Background: an optimization exercise with open tools, aiming at small area, a short achievable clock period and few clock cycles per item. Do not read the settings as production practice.
In this exercise RTL edits were held to simulation tests only and were not proved equivalent to the original.
Power is estimated from default activity; no workload was simulated.

===== config.mk =====
export PLATFORM = sky130hd
export DESIGN_NAME = dcache_top
export DESIGN_NICKNAME = dcache_top
export VERILOG_FILES = /design/flow/design.v
export SDC_FILE = /design/flow/constraint.sdc
export NUM_CORES = 4
export LEC_CHECK = 0
export CAP_MARGIN = 20
export CORE_MARGIN = 2
export CORE_UTILIZATION = 60
export SETUP_SLACK_MARGIN = 3.8
export SLEW_MARGIN = 20

===== constraint.sdc =====
create_clock -name core_clock -period 8.0 [get_ports {clk}]
set_input_delay 1.6000 -clock core_clock [delete_from_list [all_inputs] [get_ports {clk}]]
set_output_delay 1.6000 -clock core_clock [all_outputs]
set_load 0.01 [all_outputs]

===== design.v =====
package dcache_pkg;
    typedef union packed {
        logic [32/8-1:0][7:0] bytes;
        logic [32/16-1:0][15:0] halves;
    } line_word_u;
endpackage
`timescale 1ns/1ps
module dcache_store_lanes
(
    input logic [32-1:0] wdata,
    input logic we,
    input logic [2:0] funct3,
    input logic [2-1:0] offset,
    output logic [32/8-1:0] mask,
    output logic [32-1:0] lanes
);
    always_comb begin
        mask = '0;
        lanes = wdata;
        if (we) begin
            case (funct3)
                3'd0: begin
                    lanes = {4{wdata[7:0]}};
                    mask[offset] = 1'b1;
                end
                3'd1: begin
                    lanes = {2{wdata[15:0]}};
                    mask = offset[1] ? 4'b1100 : 4'b0011;
                end
                3'd2: begin
                    mask = 4'b1111;
                end
                default: begin
                    mask = '0;
                end
            endcase
        end
    end
endmodule
module dcache_merge
(
    input logic [32-1:0] base,
    input logic [32-1:0] wdata,
    input logic [2:0] funct3,
    input logic [2-1:0] offset,
    output logic [32-1:0] merged
);
    logic [32/8-1:0] mask;
    logic [32-1:0] lanes;
    dcache_store_lanes u_lanes (
        .wdata(wdata),
        .we(1'b1),
        .funct3(funct3),
        .offset(offset),
        .mask(mask),
        .lanes(lanes)
    );
    always_comb begin
        for (int b = 0; b < 32/8; b++) begin
            merged[8*b +: 8] = mask[b] ? lanes[8*b +: 8] : base[8*b +: 8];
        end
    end
endmodule
`timescale 1ns/1ps
module load_extend
(
    input dcache_pkg::line_word_u line_word,
    input logic [2:0] req_funct3_q,
    input logic [2-1:0] offset,
    output logic [32-1:0] load_data
);
    logic [7:0] sel_byte;
    logic [15:0] sel_half;
    always_comb begin
        case (offset)
            2'd0: sel_byte = line_word.bytes[0];
            2'd1: sel_byte = line_word.bytes[1];
            2'd2: sel_byte = line_word.bytes[2];
            default: sel_byte = line_word.bytes[3];
        endcase
    end
    assign sel_half = offset[1] ? line_word.halves[1] : line_word.halves[0];
    always_comb begin
        case (req_funct3_q)
            3'd0: begin
                load_data = {{(32-8){sel_byte[7]}}, sel_byte};
            end
            3'd1: begin
                load_data = {{(32-16){sel_half[15]}}, sel_half};
            end
            3'd2: begin
                load_data = line_word;
            end
            3'd4: begin
                load_data = {{(32-8){1'b0}}, sel_byte};
            end
            3'd5: begin
                load_data = {{(32-16){1'b0}}, sel_half};
            end
            default: begin
                load_data = '0;
            end
        endcase
    end
endmodule
`timescale 1ns/1ps
module dcache_top
(
    input logic clk,
    input logic rst_b,
    input logic req_valid,
    output logic req_ready,
    input logic req_we,
    input logic [2:0] req_funct3,
    input logic [32-1:0] req_addr,
    input logic [32-1:0] req_wdata,
    output logic resp_valid,
    input logic resp_ready,
    output logic [32-1:0] resp_rdata,
    output logic resp_hit,
    output logic mem_req_valid,
    input logic mem_req_ready,
    output logic mem_we,
    output logic [32-1:0] mem_addr,
    output logic [32-1:0] mem_wdata,
    input logic [32-1:0] mem_rdata,
    input logic mem_rvalid
);
    localparam int LINES = 1 << 6;
    localparam int IW = 6;
    localparam int TW = (32 - 6 - 2);
    localparam int OW = 2;
    localparam int AW = 32;
    localparam int WW = 32;
    localparam int RQ = 8;    
    localparam int RQW = 3;
    localparam int FQ = 4;    
    localparam int FQW = 2;
    logic [LINES-1:0] valid_q;
    logic [LINES-1:0] dirty_q;
    logic [TW-1:0] tag_q [LINES];
    logic [WW-1:0] data_q [LINES];
    logic sv_q, av_q, bv_q;
    logic s_we_q, a_we_q, b_we_q;
    logic [2:0] s_f3_q, a_f3_q, b_f3_q;
    logic [AW-1:0] s_addr_q, a_addr_q, b_addr_q;
    logic [WW-1:0] s_wdata_q, a_wdata_q, b_wdata_q;
    logic l_v_q, l_d_q;
    logic l_hit_q;                        
    logic [LINES-1:0] a_sel_q;            
    logic [TW-1:0] l_tag_q;
    logic [WW-1:0] l_data_q;
    logic acc;
    logic go;
    logic a_free, b_free, a2b;
    logic a_in_we;
    logic [2:0] a_in_f3;
    logic [AW-1:0] a_in_addr;
    logic [WW-1:0] a_in_wdata;
    assign req_ready = !sv_q;
    assign acc = req_valid && !sv_q;
    assign b_free = !bv_q || go;
    assign a2b = av_q && b_free;
    assign a_free = !av_q || b_free;
    assign a_in_we = sv_q ? s_we_q : req_we;
    assign a_in_f3 = sv_q ? s_f3_q : req_funct3;
    assign a_in_addr = sv_q ? s_addr_q : req_addr;
    assign a_in_wdata = sv_q ? s_wdata_q : req_wdata;
    always_ff @(posedge clk or negedge rst_b) begin
        if (!rst_b) begin
            sv_q <= 1'b0;
            av_q <= 1'b0;
            bv_q <= 1'b0;
        end else begin
            if (b_free) begin
                bv_q <= av_q;
            end
            if (a_free) begin
                av_q <= sv_q || acc;
                sv_q <= 1'b0;
            end else if (acc) begin
                sv_q <= 1'b1;
            end
        end
    end
    always_ff @(posedge clk) begin
        if (!a_free && acc) begin
            s_we_q <= req_we;
            s_f3_q <= req_funct3;
            s_addr_q <= req_addr;
            s_wdata_q <= req_wdata;
        end
        if (a_free) begin
            a_we_q <= a_in_we;
            a_f3_q <= a_in_f3;
            a_addr_q <= a_in_addr;
            a_wdata_q <= a_in_wdata;
            for (int i = 0; i < LINES; i++) begin
                a_sel_q[i] <= (a_in_addr[OW +: IW] == i[IW-1:0]);
            end
        end
        if (b_free) begin
            b_we_q <= a_we_q;
            b_f3_q <= a_f3_q;
            b_addr_q <= a_addr_q;
            b_wdata_q <= a_wdata_q;
        end
    end
    logic [IW-1:0] a_idx;
    logic rd_v, rd_d;
    logic [TW-1:0] rd_tag;
    localparam int GRPS = 4;
    logic [GRPS-1:0] g_v;
    logic [TW-1:0] g_tag [GRPS];
    logic [GRPS-1:0] g_hit;
    logic rd_hit;
    logic [WW-1:0] rd_data;
    assign a_idx = a_addr_q[OW +: IW];
    always_comb begin
        rd_d = 1'b0;
        rd_data = '0;
        for (int i = 0; i < LINES; i++) begin
            rd_d = rd_d | (a_sel_q[i] & dirty_q[i]);
            rd_data = rd_data | ({WW{a_sel_q[i]}} & data_q[i]);
        end
    end
    always_comb begin
        rd_v = 1'b0;
        rd_tag = '0;
        for (int g = 0; g < GRPS; g++) begin
            g_v[g] = 1'b0;
            g_tag[g] = '0;
            for (int j = 0; j < LINES / GRPS; j++) begin
                g_v[g] = g_v[g] | (a_sel_q[g * LINES / GRPS + j] & valid_q[g * LINES / GRPS + j]);
                g_tag[g] = g_tag[g] | ({TW{a_sel_q[g * LINES / GRPS + j]}} & tag_q[g * LINES / GRPS + j]);
            end
            g_hit[g] = g_v[g] && (g_tag[g] == a_addr_q[AW-1 -: TW]);
            rd_v = rd_v | g_v[g];
            rd_tag = rd_tag | g_tag[g];
        end
    end
    assign rd_hit = |g_hit;
    logic mv_q;
    logic mwe_q;
    logic [AW-OW-1:0] maddr_q;
    logic [WW-1:0] mwdata_q;
    logic prv_q;
    logic [AW-OW-1:0] praddr_q;
    logic [FQ-1:0] fq_v_q;
    logic [IW-1:0] fq_idx_q [FQ];
    logic [FQ-1:0] fq_we_q;
    logic [2:0] fq_f3_q [FQ];
    logic [OW-1:0] fq_off_q [FQ];
    logic [RQW-1:0] fq_slot_q [FQ];
    logic [FQW-1:0] fq_tail_q, fq_head_q;
    logic [FQW-1:0] fq_nxt;
    logic hd_v_q;
    logic [IW-1:0] hd_idx_q;
    logic [2:0] hd_lf3_q;                 
    logic [OW-1:0] hd_off_q;
    logic [RQW-1:0] hd_slot_q;
    logic [WW/8-1:0] hd_mask_q;           
    logic [WW-1:0] hd_lanes_q;            
    logic nx_we;
    logic [2:0] nx_f3;
    logic [OW-1:0] nx_off;
    logic [WW-1:0] nx_wdata;
    logic [WW/8-1:0] nx_mask;
    logic [WW-1:0] nx_lanes;
    logic fbv_q;
    logic [IW-1:0] fb_idx_q;
    logic [WW-1:0] fb_data_q;
    logic [RQ-1:0] rq_occ_q;
    logic [RQ-1:0] rq_done_q;
    logic [RQ-1:0] rq_hit_q;
    logic [WW-1:0] rq_data_q [RQ];
    logic [RQW-1:0] rq_head_q, rq_tail_q;
    logic [IW-1:0] idx;
    logic [TW-1:0] ptag;
    logic [OW-1:0] off;
    logic hit;
    logic pend;
    logic pend_head, pend_rest;
    logic ph_q, pr_q;
    logic ph_n, pr_n;
    logic nh_v, nfb_v;
    logic [IW-1:0] nh_idx, nfb_idx, px_idx;
    logic [FQW-1:0] nh_ptr;
    logic fwd;
    logic [WW-1:0] b_line;
    logic fill;
    logic fq_full, rq_full;
    logic port_free;
    logic st_go, miss_go;
    logic [WW-1:0] hit_merged;
    logic [WW-1:0] hit_load;
    assign idx = b_addr_q[OW +: IW];
    assign ptag = b_addr_q[AW-1 -: TW];
    assign off = b_addr_q[OW-1:0];
    assign hit = l_hit_q;
    always_comb begin
        pend_head = ph_q;
        pend_rest = pr_q;
    end
    assign fill = mem_rvalid && hd_v_q;
    assign fwd = pend_head && fill && !fbv_q;
    assign pend = pend_rest || (pend_head && !fwd);
    assign fq_full = fq_v_q[fq_tail_q];
    assign rq_full = rq_occ_q[rq_tail_q];
    assign port_free = !mv_q || (mem_req_ready && !prv_q);
    assign go = bv_q && !pend && !rq_full &&
                (hit ? !(b_we_q && fbv_q && fill) : (!fq_full && port_free));
    assign st_go = go && hit && b_we_q;
    assign miss_go = go && !hit;
    dcache_merge u_hit_merge (
        .base(b_line),
        .wdata(b_wdata_q),
        .funct3(b_f3_q),
        .offset(off),
        .merged(hit_merged)
    );
    load_extend u_hit_load (
        .line_word(b_line),
        .req_funct3_q(b_f3_q),
        .offset(off),
        .load_data(hit_load)
    );
    logic [IW-1:0] f_idx;
    logic [OW-1:0] f_off;
    logic [RQW-1:0] f_slot;
    logic [WW-1:0] fill_word;
    logic [WW-1:0] fill_load;
    assign f_idx = hd_idx_q;
    assign f_off = hd_off_q;
    assign f_slot = hd_slot_q;
    always_comb begin
        for (int b = 0; b < WW / 8; b++) begin
            fill_word[8*b +: 8] = hd_mask_q[b] ? hd_lanes_q[8*b +: 8] : mem_rdata[8*b +: 8];
        end
    end
    assign b_line = fwd ? fill_word : l_data_q;
    load_extend u_fill_load (
        .line_word(mem_rdata),
        .req_funct3_q(hd_lf3_q),
        .offset(f_off),
        .load_data(fill_load)
    );
    logic fw_en;                
    logic [IW-1:0] fw_idx;
    logic [WW-1:0] fw_data;
    logic fb_load;
    logic [WW-1:0] wr_data;
    assign fw_en = !st_go && (fbv_q || fill);
    assign fw_idx = fbv_q ? fb_idx_q : f_idx;
    assign fw_data = fbv_q ? fb_data_q : fill_word;
    assign fb_load = fill && !fwd && (st_go || fbv_q);
    assign wr_data = st_go ? hit_merged : fw_data;
    always_ff @(posedge clk) begin
        for (int i = 0; i < LINES; i++) begin
            if ((st_go && (idx == i[IW-1:0])) || (fw_en && (fw_idx == i[IW-1:0]))) begin
                data_q[i] <= wr_data;
            end
            if (miss_go && (idx == i[IW-1:0])) begin
                tag_q[i] <= ptag;
            end
        end
        if (fb_load) begin
            fb_idx_q <= f_idx;
            fb_data_q <= fill_word;
        end
    end
    always_ff @(posedge clk or negedge rst_b) begin
        if (!rst_b) begin
            valid_q <= '0;
            dirty_q <= '0;
            fbv_q <= 1'b0;
        end else begin
            if (go) begin
                valid_q[idx] <= 1'b1;
                if (b_we_q) begin
                    dirty_q[idx] <= 1'b1;
                end else if (!hit) begin
                    dirty_q[idx] <= 1'b0;
                end
            end
            if (fb_load) begin
                fbv_q <= 1'b1;
            end else if (!st_go) begin
                fbv_q <= 1'b0;
            end
        end
    end
    always_ff @(posedge clk) begin
        if (a2b) begin
            if (go && (idx == a_idx)) begin
                l_v_q <= 1'b1;
                l_d_q <= b_we_q || (hit && l_d_q);
                l_tag_q <= ptag;
                l_hit_q <= (ptag == a_addr_q[AW-1 -: TW]);
            end else begin
                l_v_q <= rd_v;
                l_d_q <= rd_d;
                l_tag_q <= rd_tag;
                l_hit_q <= rd_hit;
            end
            if (st_go && (idx == a_idx)) begin
                l_data_q <= hit_merged;
            end else if (fw_en && (fw_idx == a_idx)) begin
                l_data_q <= fw_data;
            end else begin
                l_data_q <= rd_data;
            end
        end else if (fw_en && (fw_idx == idx)) begin
            l_data_q <= fw_data;
        end
    end
    always_comb begin
        nh_v = fill ? (fq_v_q[fq_nxt] || miss_go) : (hd_v_q || miss_go);
        nh_idx = (fill ? fq_v_q[fq_nxt] : hd_v_q) ? (fill ? fq_idx_q[fq_nxt] : hd_idx_q) : idx;
        nh_ptr = fill ? fq_nxt : fq_head_q;
        nfb_v = fb_load || (fbv_q && st_go);
        nfb_idx = fb_load ? f_idx : fb_idx_q;
        px_idx = a2b ? a_idx : idx;
        ph_n = nh_v && (nh_idx == px_idx);
        pr_n = nfb_v && (nfb_idx == px_idx);
        for (int k = 0; k < FQ; k++) begin
            if (k[FQW-1:0] != nh_ptr) begin
                if (fq_v_q[k] && !(fill && (k[FQW-1:0] == fq_head_q)) && (fq_idx_q[k] == px_idx)) begin
                    pr_n = 1'b1;
                end
                if (miss_go && (k[FQW-1:0] == fq_tail_q) && (idx == px_idx)) begin
                    pr_n = 1'b1;
                end
            end
        end
    end
    always_ff @(posedge clk or negedge rst_b) begin
        if (!rst_b) begin
            ph_q <= 1'b0;
            pr_q <= 1'b0;
        end else begin
            ph_q <= ph_n;
            pr_q <= pr_n;
        end
    end
    assign mem_req_valid = mv_q;
    assign mem_we = mwe_q;
    assign mem_addr = {maddr_q, {OW{1'b0}}};
    assign mem_wdata = mwdata_q;
    always_ff @(posedge clk) begin
        if (miss_go) begin
            mwe_q <= 1'b0;
            maddr_q <= {ptag, idx};
            mwdata_q <= b_line;
            praddr_q <= {l_tag_q, idx};
        end else if (mv_q && mem_req_ready && prv_q) begin
            mwe_q <= 1'b1;
            maddr_q <= praddr_q;
        end
    end
    always_ff @(posedge clk or negedge rst_b) begin
        if (!rst_b) begin
            mv_q <= 1'b0;
            prv_q <= 1'b0;
        end else begin
            if (miss_go) begin
                mv_q <= 1'b1;
                prv_q <= l_v_q && l_d_q;
            end else if (mv_q && mem_req_ready) begin
                mv_q <= prv_q;
                prv_q <= 1'b0;
            end
        end
    end
    always_ff @(posedge clk) begin
        if (miss_go) begin
            fq_idx_q[fq_tail_q] <= idx;
            fq_we_q[fq_tail_q] <= b_we_q;
            fq_f3_q[fq_tail_q] <= b_f3_q;
            fq_off_q[fq_tail_q] <= off;
            fq_slot_q[fq_tail_q] <= rq_tail_q;
        end
        if (fill && fq_v_q[fq_nxt]) begin
            hd_idx_q <= fq_idx_q[fq_nxt];
            hd_slot_q <= fq_slot_q[fq_nxt];
        end else if ((fill || !hd_v_q) && miss_go) begin
            hd_idx_q <= idx;
            hd_slot_q <= rq_tail_q;
        end
        if ((fill && fq_v_q[fq_nxt]) || ((fill || !hd_v_q) && miss_go)) begin
            hd_lf3_q <= nx_we ? 3'd7 : nx_f3;
            hd_off_q <= nx_off;
            hd_mask_q <= nx_mask;
            hd_lanes_q <= nx_lanes;
        end
    end
    assign nx_we = fill && fq_v_q[fq_nxt] ? fq_we_q[fq_nxt] : b_we_q;
    assign nx_f3 = fill && fq_v_q[fq_nxt] ? fq_f3_q[fq_nxt] : b_f3_q;
    assign nx_off = fill && fq_v_q[fq_nxt] ? fq_off_q[fq_nxt] : off;
    assign nx_wdata = fill && fq_v_q[fq_nxt] ? rq_data_q[fq_slot_q[fq_nxt]] : b_wdata_q;
    dcache_store_lanes u_nx_lanes (
        .wdata(nx_wdata),
        .we(nx_we),
        .funct3(nx_f3),
        .offset(nx_off),
        .mask(nx_mask),
        .lanes(nx_lanes)
    );
    assign fq_nxt = fq_head_q + 1'b1;
    always_ff @(posedge clk or negedge rst_b) begin
        if (!rst_b) begin
            fq_v_q <= '0;
            fq_tail_q <= '0;
            fq_head_q <= '0;
            hd_v_q <= 1'b0;
        end else begin
            if (miss_go) begin
                fq_v_q[fq_tail_q] <= 1'b1;
                fq_tail_q <= fq_tail_q + 1'b1;
            end
            if (fill) begin
                fq_v_q[fq_head_q] <= 1'b0;
                fq_head_q <= fq_nxt;
                hd_v_q <= fq_v_q[fq_nxt] || miss_go;
            end else if (miss_go) begin
                hd_v_q <= 1'b1;
            end
        end
    end
    logic ov_q;
    logic o_hit_q;
    logic [WW-1:0] o_data_q;
    logic o_free;
    logic rq_pop;
    assign resp_valid = ov_q;
    assign resp_rdata = o_data_q;
    assign resp_hit = o_hit_q;
    assign o_free = !ov_q || resp_ready;
    assign rq_pop = o_free && rq_occ_q[rq_head_q] && rq_done_q[rq_head_q];
    always_ff @(posedge clk) begin
        if (rq_pop) begin
            o_hit_q <= rq_hit_q[rq_head_q];
            o_data_q <= rq_data_q[rq_head_q];
        end
    end
    always_ff @(posedge clk) begin
        if (go) begin
            rq_hit_q[rq_tail_q] <= hit;
            rq_data_q[rq_tail_q] <= !hit ? b_wdata_q : (b_we_q ? '0 : hit_load);
        end
        if (fill) begin
            rq_data_q[f_slot] <= fill_load;
        end
    end
    always_ff @(posedge clk or negedge rst_b) begin
        if (!rst_b) begin
            ov_q <= 1'b0;
            rq_occ_q <= '0;
            rq_done_q <= '0;
            rq_head_q <= '0;
            rq_tail_q <= '0;
        end else begin
            if (go) begin
                rq_occ_q[rq_tail_q] <= 1'b1;
                rq_done_q[rq_tail_q] <= hit;
                rq_tail_q <= rq_tail_q + 1'b1;
            end
            if (fill) begin
                rq_done_q[f_slot] <= 1'b1;
            end
            if (o_free) begin
                ov_q <= rq_pop;
            end
            if (rq_pop) begin
                rq_occ_q[rq_head_q] <= 1'b0;
                rq_head_q <= rq_head_q + 1'b1;
            end
        end
    end
endmodule

===== run.sh =====
#!/bin/bash
# synth_recipe.tcl (not shown) runs the flow's synth.tcl, then flattens the netlist and writes it again
# the make line also repeats each setting of config.mk as NAME=value (left out here)
make -C /OpenROAD-flow-scripts/flow DESIGN_CONFIG=/design/flow/config.mk WORK_HOME=/design/flow/orfs CLKGATE_MAP_FILE= SYNTH_SCRIPT=/design/flow/synth_recipe.tcl finish

==> flow_summary.ini, run 1 <==
[drt]
drc = 0
drt.antenna.violating_nets = 0
vias = 115000
routed_wl_microns = 682000
wl_per_cell_microns = 45.2
viasPerCell = 7.62
drtPass1Iterations = 9
drtIter0Drc = 21000

[clocking]
clk_transition_reported_paths_ps = 60
cts-root-buf = clkbuf_16
clock_path_buffers = 4
cts_max_level = 5
clock-sinks = 4617
cts_made_buffers = 450
cts_tree = yes
clock_latency_ps = 1040

[cells_and_area]
final_common_cell = edfxtp_1
synthToLayoutAreaGrowth_pct = 15.4
fin_area_sq_um = 206000
drive_above_1_share_pct = 16.9
num-fill-cells = 19000
final-instance-count-excl-fill = 15100
most-common-layout-cells = edfxtp_1, a221oi_1, a22o_1
fin_nets = 10900

[place]
place_inst = 14100
io_buffers = 204
gp_congestion = 0.970
dp_hpwl_microns = 390000
place_area_sq_um = 189000

[pwr]
leakage_nw = 67.2
ir_worst_vdd_v = 0.000541
power.density_nw_per_um2 = 459

[critical_path]
r2r-end = tag_q[40][13]
endpoint_kind = register
rrSetupSlack_ps = 3690
reg2reg_depth = 4
cp-start-kind = register
critical_path_class = reg2reg
path_max_fanout = 24
r2r-start = b_addr_q[3]
worstPathArrival_ps = 4890
cp.required_ps = 8580

[run]
drv_cap = 0

[global_route]
grt_usage_pct = 44.4
grt_pass1_wl_microns = 907000
grt_max_degree = 77
grt_pass1_vias = 108000
overflow = 0
antenna_found_initial = 39

[timing]
hold_violations = 0
rsz0062_at_grt = true
period_share_pct = 53.9
relSlewSlack_pct = 14.7
skew_ps = 69.5
setup-violations-final = 0
final.setup.tns_ps = 0
worst_pin_slew_ps = 1270
fmax_mhz = 232
finalCriticalPeriod_ps = 4310
drv_slew = 0

[synth]
synth_top_area_share_pct = 74.7
yosysWarnings = 7
synth_cell_types = 78
yosys.area.top_type = edfxtp_1
synth_ff_type = edfxtp_1
netlist_instances = 10100
avgSynthCellArea_sq_um = 17.6
syn_area_sq_um = 179000
synth-seq-cells = 4617
yosysSeqAreaShare_pct = 77.1
synth_edf_count = 4442
synth_async_sr_flop_share_pct = 3.64
synth_area_leaders = edfxtp_1, a221oi_1, a22o_1, dfrtp_1, mux2i_1

[die]
rows = 200
io_pins = 207
fp.dieW_microns = 550
design.core.area_sq_um = 297000
die_area_sq_um = 302000
dieHeight_microns = 550
start_util_pct = 60.2

[hold_path]
hold_depth = 0
min_to = b_wdata_q[8]
hold_start = a_wdata_q[8]
hp-class = reg2reg

[run_status]
run_status = no timing/DRC/antenna violations
-- report_power, final --
part           internal (mW)  switching (mW)
Sequential              35.5            2.24
Clock                   12.2            9.32
Combinational           9.37            26.0
-- critical path: stages (launching register included) --
cell and delay, ps:
edfxtp_1 720, inv_1 390, ha_1 670, nand2_2 890
nor2_4 1200
-- repair_timing --
item / CTS / global route
gates cloned: 20 / 21
hold buffers: 0 / 0
setup buffers: 113 / 27
endpoints found under the setup margin: 4362 / 2196
gates resized for setup: 119 / 55
pin swaps: 75 / 33
-- layer usage --
layer | wire, microns | global-route usage, %
met1 | 228000 | 57.9
met2 | 297000 | 65.3
met3 | 101000 | 13.5
met4 | 56600 | 29.0
met5 | 284 | 0
-- final cells by class --
type | count | area (sq um) | area share (%)
sequential | 4617 | 138000 | 66.8
multi-input combinational | 4836 | 40700 | 19.8
clock buffer | 545 | 11800 | 5.73
timing repair buffer | 768 | 7550 | 3.66
tap | 3939 | 4930 | 2.39
clock inverter | 299 | 3040 | 1.47
inverter | 76 | 288 | 0.140
antenna | 31 | 77.6 | 0.0376
-- how the worst max path moves through the flow --
stage,from,end,cells after the start
2_1_floorplan,mem_rvalid,s_addr_q[0],6
3_3_place_gp,mem_rvalid,data_q[57][30],10
3_5_place_dp,mem_rvalid,data_q[57][31],10
4_1_cts,mem_rvalid,tag_q[50][10],10
5_1_grt,mem_req_ready,tag_q[37][7],10
6_report,b_addr_q[3],tag_q[40][13],4
-- synthesized netlist by cell type (74+ instances only) --
master    instances
edfxtp_1       4442
a221oi_1        805
a22o_1          801
clkbuf_1        461
nand2_1         425
mux2i_1         360
a22oi_1         318
nor2_1          310
o21ai_0         244
mux2_2          177
nand4_1         172
dfrtp_1         168
buf_1           157
mux4_2          156
nand3_1         136
xnor2_1         115
o22ai_1         108
a21oi_1         100
nand2b_1         81
inv_1            74
xor2_1           74
-- per-stage QoR --
step | hold slack [ps] | worst slack (ps) | power [mW] | utilization [%]
2_1_floorplan | 400 | 1970 | 55.1 | -
3_3_place_gp | 404 | 1700 | 70.6 | 63.6
3_5_place_dp | 405 | 1700 | 71.2 | 63.6
4_1_cts | 420 | 3370 | 92.8 | 69.2
5_1_grt | 419 | 3690 | 96.1 | 69.5
6_report | 402 | 3690 | 94.6 | 69.5
-- kinds of logic after synthesis --
kind of cell | Yosys count | synth area share, %
xor gates and xnor gates | 189 | 0.927
and+or+nand+nor | 1342 | 3.71
DFF | 4617 | 77.1
muxes | 693 | 5.10
adders and majority gates | 33 | 0.231
other | 1 | 0.00210
buffers and inverters | 724 | 1.57
AOI/OAI and AO/OA | 2537 | 11.4
-- sequential cells by signal, summed over array words and instances, names as in the netlist, 12 cells and up, named ones only --
| name | flops |
|---|---|
| l_data_q | 32 |
| a_sel_q | 64 |
| b_addr_q | 32 |
| a_wdata_q | 32 |
| s_addr_q | 32 |
| fq_idx_q | 24 |
| praddr_q | 30 |
| maddr_q | 30 |
| data_q | 2048 |
| hd_lanes_q | 32 |
| l_tag_q | 24 |
| rq_data_q | 256 |
| mwdata_q | 32 |
| fq_f3_q | 12 |
| fb_data_q | 32 |
| tag_q | 1536 |
| a_addr_q | 32 |
| s_wdata_q | 32 |
| b_wdata_q | 32 |
| fq_slot_q | 12 |
| o_data_q | 32 |
| valid_q | 64 |
Testbench counts, summed over its fixed seeds: cycles 12,960, items 12,000.
==> run 2, diff against run 1 <==
--- a/design.v
+++ b/design.v
@@ -290,6 +290,10 @@
     logic [WW-1:0] b_line;
     logic fill;
     logic fq_full, rq_full;
+    logic [FQW:0] fq_cnt_q, fq_cnt_n;
+    logic [RQW:0] rq_cnt_q, rq_cnt_n;
+    logic fq_full_q, rq_full_q;
+    logic rq_pop;
     logic port_free;
     logic st_go, miss_go;
     logic [WW-1:0] hit_merged;
@@ -305,8 +309,8 @@
     assign fill = mem_rvalid && hd_v_q;
     assign fwd = pend_head && fill && !fbv_q;
     assign pend = pend_rest || (pend_head && !fwd);
-    assign fq_full = fq_v_q[fq_tail_q];
-    assign rq_full = rq_occ_q[rq_tail_q];
+    assign fq_full = fq_full_q;
+    assign rq_full = rq_full_q;
     assign port_free = !mv_q || (mem_req_ready && !prv_q);
     assign go = bv_q && !pend && !rq_full &&
                 (hit ? !(b_we_q && fbv_q && fill) : (!fq_full && port_free));
@@ -434,13 +438,23 @@
             end
         end
     end
+    assign fq_cnt_n = fq_cnt_q + {{FQW{1'b0}}, miss_go} - {{FQW{1'b0}}, fill};
+    assign rq_cnt_n = rq_cnt_q + {{RQW{1'b0}}, go} - {{RQW{1'b0}}, rq_pop};
     always_ff @(posedge clk or negedge rst_b) begin
         if (!rst_b) begin
             ph_q <= 1'b0;
             pr_q <= 1'b0;
+            fq_cnt_q <= '0;
+            rq_cnt_q <= '0;
+            fq_full_q <= 1'b0;
+            rq_full_q <= 1'b0;
         end else begin
             ph_q <= ph_n;
             pr_q <= pr_n;
+            fq_cnt_q <= fq_cnt_n;
+            rq_cnt_q <= rq_cnt_n;
+            fq_full_q <= (fq_cnt_n == FQ[FQW:0]);
+            rq_full_q <= (rq_cnt_n == RQ[RQW:0]);
         end
     end
     assign mem_req_valid = mv_q;
@@ -531,7 +545,6 @@
     logic o_hit_q;
     logic [WW-1:0] o_data_q;
     logic o_free;
-    logic rq_pop;
     assign resp_valid = ov_q;
     assign resp_rdata = o_data_q;
     assign resp_hit = o_hit_q;
==> flow_summary.ini, run 2 <==
[synth]
synth_common_cells = edfxtp_1, a221oi_1, a22o_1
avgSynthCellArea_sq_um = 17.5
synth-seq-cells = 4626
yosys.area.top_type = edfxtp_1
synth_top_area_share_pct = 74.5
synth_area_leaders = edfxtp_1, a221oi_1, a22o_1, dfrtp_1, mux2_2
syn_area_sq_um = 179000
netlist_instances = 10200
synth_async_sr_flop_share_pct = 3.83
synth_ff_type = edfxtp_1
yosysMostFrequentCell = edfxtp_1
yosysSeqAreaShare_pct = 77.0
synth_edf_count = 4442
yosysWarnings = 7
synth_cell_types = 81

[critical_path]
crit_start = mem_req_ready
critical_path_class = in2reg
cp-start-kind = primary input
worstPathArrival_ps = 5160
reg2reg_depth = 8
rrSetupSlack_ps = 3560
critPathCapture = tag_q[28][4]
endpoint_kind = register
path_max_fanout = 24
cp.required_ps = 8590
r2r-end = tag_q[28][4]
r2r-start = bv_q

[timing]
drv_slew = 0
setup-violations-final = 0
worst_pin_slew_ps = 1280
relSlewSlack_pct = 14.6
finalCriticalPeriod_ps = 4570
fin_ws_ps = 3430
final.setup.tns_ps = 0
rsz0062_at_grt = true
fmax_mhz = 219
skew_ps = 76.1
hold_violations = 0
period_share_pct = 57.1

[cells_and_area]
final_common_cell = edfxtp_1
fin_util_pct = 69.4
regArea_sq_um = 138000
reg_top3 = data_q (2048), tag_q (1536), rq_data_q (256)
largest_reg_flops = 2048
num-fill-cells = 19100
most-common-layout-cells = edfxtp_1, a221oi_1, a22o_1
multi_input_area_sq_um = 40700
drive_above_1_share_pct = 18.0
fin_area_sq_um = 206000
synthToLayoutAreaGrowth_pct = 15.0
top_register = data_q
fin_nets = 10900

[drt]
routed_wl_microns = 676000
drtIter0Drc = 21700
vias = 115000
viasPerCell = 7.59
drtPass1Iterations = 7
wl_per_cell_microns = 44.7
drt.antenna.violating_nets = 0
drc = 0

[die]
rows = 200
fp.dieW_microns = 550
design.core.area_sq_um = 297000
io_pins = 207
die_area_sq_um = 303000
dieHeight_microns = 550
start_util_pct = 60.3

[place]
place_area_sq_um = 189000
io_buffers = 204
gp_congestion = 0.956
dp_hpwl_microns = 396000
post-place-ws_ps = 1420

[pwr]
power_mw = 93.8
ir_worst_vdd_v = 0.000400
power.density_nw_per_um2 = 455
leakage_nw = 67.1

[hold_path]
hp-class = reg2reg

[global_route]
overflow = 0
antenna_found_initial = 43
grt_max_degree = 73
grt_pass1_vias = 108000
grt_usage_pct = 44.3
grt_pass1_wl_microns = 908000

[run]
drv_cap = 0

[clocking]
cts-root-buf = clkbuf_16
cts_tree = yes
cts_made_buffers = 455
clock-sinks = 4626
cts_max_level = 5
clock_path_buffers = 4
cts_hold_buf = 0
clock_latency_ps = 1040
clk_transition_reported_paths_ps = 60

[run_status]
run_status = no timing/DRC/antenna violations
-- run 2: power by group --
| part | internal [mW] | total, mW | switching [mW] |
|---|---|---|---|
| sequential | 35.6 | 37.9 | 2.33 |
| clock | 12.1 | 21.5 | 9.31 |
| combinational | 9.45 | 34.4 | 25.0 |
| total | 57.2 | 93.8 | 36.6 |
-- run 2: kinds of logic after synthesis --
logic type,Yosys count,share of synthesized area (%)
adder cells (fa/ha/maj),41,0.295
buffers and inverters,713,1.53
XOR/XNOR,191,0.934
AND/OR/NAND/NOR,1456,3.85
AO/OA/AOI/OAI,2487,11.2
multiplexers,695,5.21
other,1,0.00209
flip-flops,4626,77.0
-- run 2: worst min-delay path by stage --
stage / from / slack [ps] / depth (start not counted) / to
finish: a_we_q / 420 / 0 / b_we_q
global route: a_wdata_q[19] / 420 / 0 / b_wdata_q[19]
CTS: l_tag_q[2] / 410 / 0 / praddr_q[8]
detailed placement: a_we_q / 400 / 0 / b_we_q
global placement: a_wdata_q[6] / 410 / 0 / b_wdata_q[6]
floorplan: a_addr_q[0] / 400 / 0 / b_addr_q[0]
-- run 2: area by class of cell --
class | instances | share of cell area, %
antenna | 33 | 0.0401
clock buffer | 578 | 5.89
clock inverter | 267 | 1.32
inverter | 56 | 0.107
multi-input combinational | 4884 | 19.7
sequential | 4626 | 67.0
tap | 3939 | 2.39
timing repair buffer | 751 | 3.53
timing repair inverter | 1 | 0.00364
-- run 2: through the flow --
| step | instances | hold slack, ps |
|---|---|---|
| 2_1_floorplan | 10200 | 400 |
| 3_3_place_gp | 14100 | 406 |
| 3_5_place_dp | 14100 | 405 |
| 4_1_cts | 15100 | 409 |
| 5_1_grt | 15100 | 422 |
| 6_report | 15100 | 417 |
-- run 2: critical path: stages --
cell and delay [ps]:
clkdlybuf4s50_1 530, nor3b_4 280, nor2_4 120, or2_4 360
inv_1 160, nand2_2 110, inv_4 210, nand2_2 600
nor2_4 1090
-- run 2: what timing repair did --
action	CTS	global route
endpoints found under the hold margin	0	0
pin swaps	58	4
endpoints found under the setup margin	4674	1899
gates resized for setup	45	20
buffers inserted	104	23
gates cloned	12	1
-- run 2: routing by layer --
layer,share of wire (%),track usage (%)
met1,34,59.3
met2,43,64.4
met3,15,12.6
met4,8.1,28.7
met5,0.019,0
Testbench counts of run 2, summed over its fixed seeds: cycles 12,960, items 12,000.
==> run 3, diff against run 2 <==
--- a/config.mk
+++ b/config.mk
@@ -8,5 +8,7 @@
 export CAP_MARGIN = 20
 export CORE_MARGIN = 2
 export CORE_UTILIZATION = 60
+export CTS_CLUSTER_DIAMETER = 60
+export CTS_CLUSTER_SIZE = 22
 export SETUP_SLACK_MARGIN = 3.8
 export SLEW_MARGIN = 20
==> flow_summary.ini, run 3 <==
[run_status]
run_status = no timing/DRC/antenna violations

[global_route]
overflow = 0
busiest_layer = met2
grt_util_met3_pct = 12.4
grt_util_met1_pct = 59.4
grt_max_degree = 73
grt_pass1_wl_microns = 900000
grt_pass1_vias = 106000
grtUsageMet2_pct = 63.9
antenna_found_initial = 48
grt_usage_pct = 44.0

[synth]
syn_area_sq_um = 179000
synth_edf_count = 4442
avgSynthCellArea_sq_um = 17.5
synth_ff_type = edfxtp_1
synth_common_cells = edfxtp_1, a221oi_1, a22o_1
yosysWarnings = 7
yosysMostFrequentCell = edfxtp_1
synth_async_sr_flop_share_pct = 3.83
netlist_instances = 10200
synth_area_leaders = edfxtp_1, a221oi_1, a22o_1, dfrtp_1, mux2_2
synth_top_area_share_pct = 74.5
synth-seq-cells = 4626
yosys.area.top_type = edfxtp_1
synth_cell_types = 81
yosysSeqAreaShare_pct = 77.0

[clocking]
clock-sinks = 4626
clock_path_buffers = 4
cts_max_level = 5
cts-root-buf = clkbuf_16
clock_latency_ps = 970
cts_made_buffers = 304
cts_tree = yes
clk_transition_reported_paths_ps = 80

[place]
post-place-ws_ps = 1420
gp_congestion = 0.956
place_area_sq_um = 189000
dp_hpwl_microns = 396000
io_buffers = 204

[timing]
finalCriticalPeriod_ps = 4560
rsz0062_at_grt = true
hold_violations = 0
final.setup.tns_ps = 0
skew_ps = 55.2
period_share_pct = 57.0
relSlewSlack_pct = 14.3
worst_pin_slew_ps = 1290
drv_slew = 0
fmax_mhz = 219
fin_ws_ps = 3440
setup-violations-final = 0

[critical_path]
endpoint_kind = register
worstPathArrival_ps = 5130
cp.required_ps = 8570
path_max_fanout = 24
critical_path_class = in2reg
cp-start-kind = primary input
reg2reg_depth = 7

[pwr]
switchingPower_mw = 35.9
seqPwrFrac_pct = 42.6
ir_worst_vdd_v = 0.000445
swShare_pct = 40.4
power_mw = 88.9
intPower_mw = 53.0
power.density_nw_per_um2 = 442
comb_power_share_pct = 38.7
clock_power_share_pct = 18.7
leakage_nw = 64.6

[die]
design.core.area_sq_um = 297000
start_util_pct = 60.3
dieHeight_microns = 550
io_pins = 207
fp.dieW_microns = 550
die_area_sq_um = 303000
rows = 200

[cells_and_area]
fin_nets = 10800
drive_above_1_share_pct = 17.0
top_register = data_q
fin_area_sq_um = 201000
num-fill-cells = 19600
reg_top3 = data_q (2048), tag_q (1536), rq_data_q (256)
fin_util_pct = 67.7
synthToLayoutAreaGrowth_pct = 12.2
most-common-layout-cells = edfxtp_1, a221oi_1, a22o_1
largest_reg_flops = 2048
final_common_cell = edfxtp_1

[drt]
viasPerCell = 7.69
drtPass1Iterations = 9
drtIter0Drc = 22400
vias = 114000
wl_per_cell_microns = 45.5
routed_wl_microns = 672000
drc = 0
drt.antenna.violating_nets = 0

[hold_path]
hold_depth = 0
hp-class = reg2reg

[run]
drv_cap = 0
## run 3: metal layers
| layer | wire length, microns | vias up |
|---|---|---|
| li1 | - | 43200 |
| met1 | 227000 | 57900 |
| met2 | 290000 | 10500 |
| met3 | 101000 | 2142 |
| met4 | 54200 | 32 |
| met5 | 232 | - |
## run 3: power groups by stage
| stage | Clock, mW | Sequential (mW) | Combinational [mW] |
|---|---|---|---|
| 3_5_place_dp | 0 | 38.3 | 32.5 |
| 6_report | 16.7 | 37.9 | 34.4 |
| 5_1_grt | 17.5 | 38.1 | 34.9 |
| 2_1_floorplan | 0 | 38.1 | 16.7 |
| 3_3_place_gp | 0 | 38.2 | 32.1 |
| 4_1_cts | 16.6 | 37.8 | 33.0 |
## run 3: path summary, 6_finish.rpt
| check | startpoint | end | slack, ps |
|---|---|---|---|
| setup reg to reg | b_we_q | rq_data_q[5][7] | 3540 |
| max in group asynchronous | rst_b | rq_head_q[0] | 5970 |
| setup / recovery | mem_req_ready | tag_q[28][12] | 3440 |
| hold / removal | a_we_q | b_we_q | 420 |
| hold reg to reg | a_we_q | b_we_q | 420 |
| min in group asynchronous | rst_b | valid_q[15] | 670 |
## run 3: cell families (layout without fill, tap and decap cells)
| group | after synthesis | after routing | share of synthesized area [%] |
|---|---|---|---|
| xor+xnor | 191 | 191 | 0.934 |
| compound gates | 2487 | 2487 | 11.2 |
| buf+inv | 713 | 1305 | 1.53 |
| fa+ha+maj | 41 | 41 | 0.295 |
| mux | 695 | 697 | 5.21 |
| simple gates | 1456 | 1466 | 3.85 |
| flops | 4626 | 4626 | 77.0 |
| other cells | 1 | 35 | 0.00209 |
## run 3: worst max-delay path, stage by stage
cell,delay [ps]
clkdlybuf4s50_1,520
nor3b_4,280
nor2_4,120
or2_4,360
inv_1,160
nand2_2,110
inv_4,220
nand2_2,580
nor2_4,1080
## run 3: timing repair
action	CTS	global route
cloned	12	1
buffers inserted	104	21
gates resized for setup	49	17
pin swaps	58	5
endpoints found under the setup margin	5091	2058
hold buffers	0	0
## run 3: stage by stage
step                instances  hold WS (ps)
floorplan               10200           400
global placement        14100           406
detailed placement      14100           405
CTS                     14700           425
global route            14800           431
finish                  14800           423
## run 3: cell type report
type	count	area, sq um	area share [%]
Multi-Input combinational cell	4884	40700	20.2
Inverter	56	220	0.110
Antenna cell	33	82.6	0.0411
Tap cell	3939	4930	2.45
Clock inverter	169	1990	0.991
Timing Repair inverter	1	7.51	0.00373
Timing Repair Buffer	747	7210	3.58
Clock buffer	332	7960	3.96
Sequential cell	4626	138000	68.6

[port drivers added, routing unchanged]
How much do the figures lean on ideal ports? The routed layouts below were timed once more, with nothing changed but the port constraints. Step 1 assumes that a clkbuf_16 drives the clock port and a buf_2 every other input. Step 2 times the ports against the registers' clock, not the clock port: input delays grow and output delays shrink by t, the midpoint of the rising clock arrivals with the driver on. a / b / c = no drivers / after step 1 / after step 2; a / b = the first two.
| run | shift t [ns] | setup WS [ns] | hold slack, ns | latest minus earliest clock arrival (ns) | worst slew at a driven data input, ns |
|---|---|---|---|---|---|
| run 1 | 1.101 | 3.691 / 3.691 / 2.706 | 0.402 / 0.402 / 0.402 | 0.081 / 0.081 | 0.09 |
| run 2 | 1.109 | 3.430 / 3.453 / 2.345 | 0.417 / 0.417 / 0.417 | 0.109 / 0.109 | 0.19 |
| run 3 | 1.062 | 3.441 / 3.454 / 2.392 | 0.423 / 0.423 / 0.423 | 0.056 / 0.056 | 0.19 |
After both steps setup and hold are still met in every run listed. The setup slack of run 2, which loses most, moves by +0.023 ns with the drivers and by -1.085 ns with both steps.
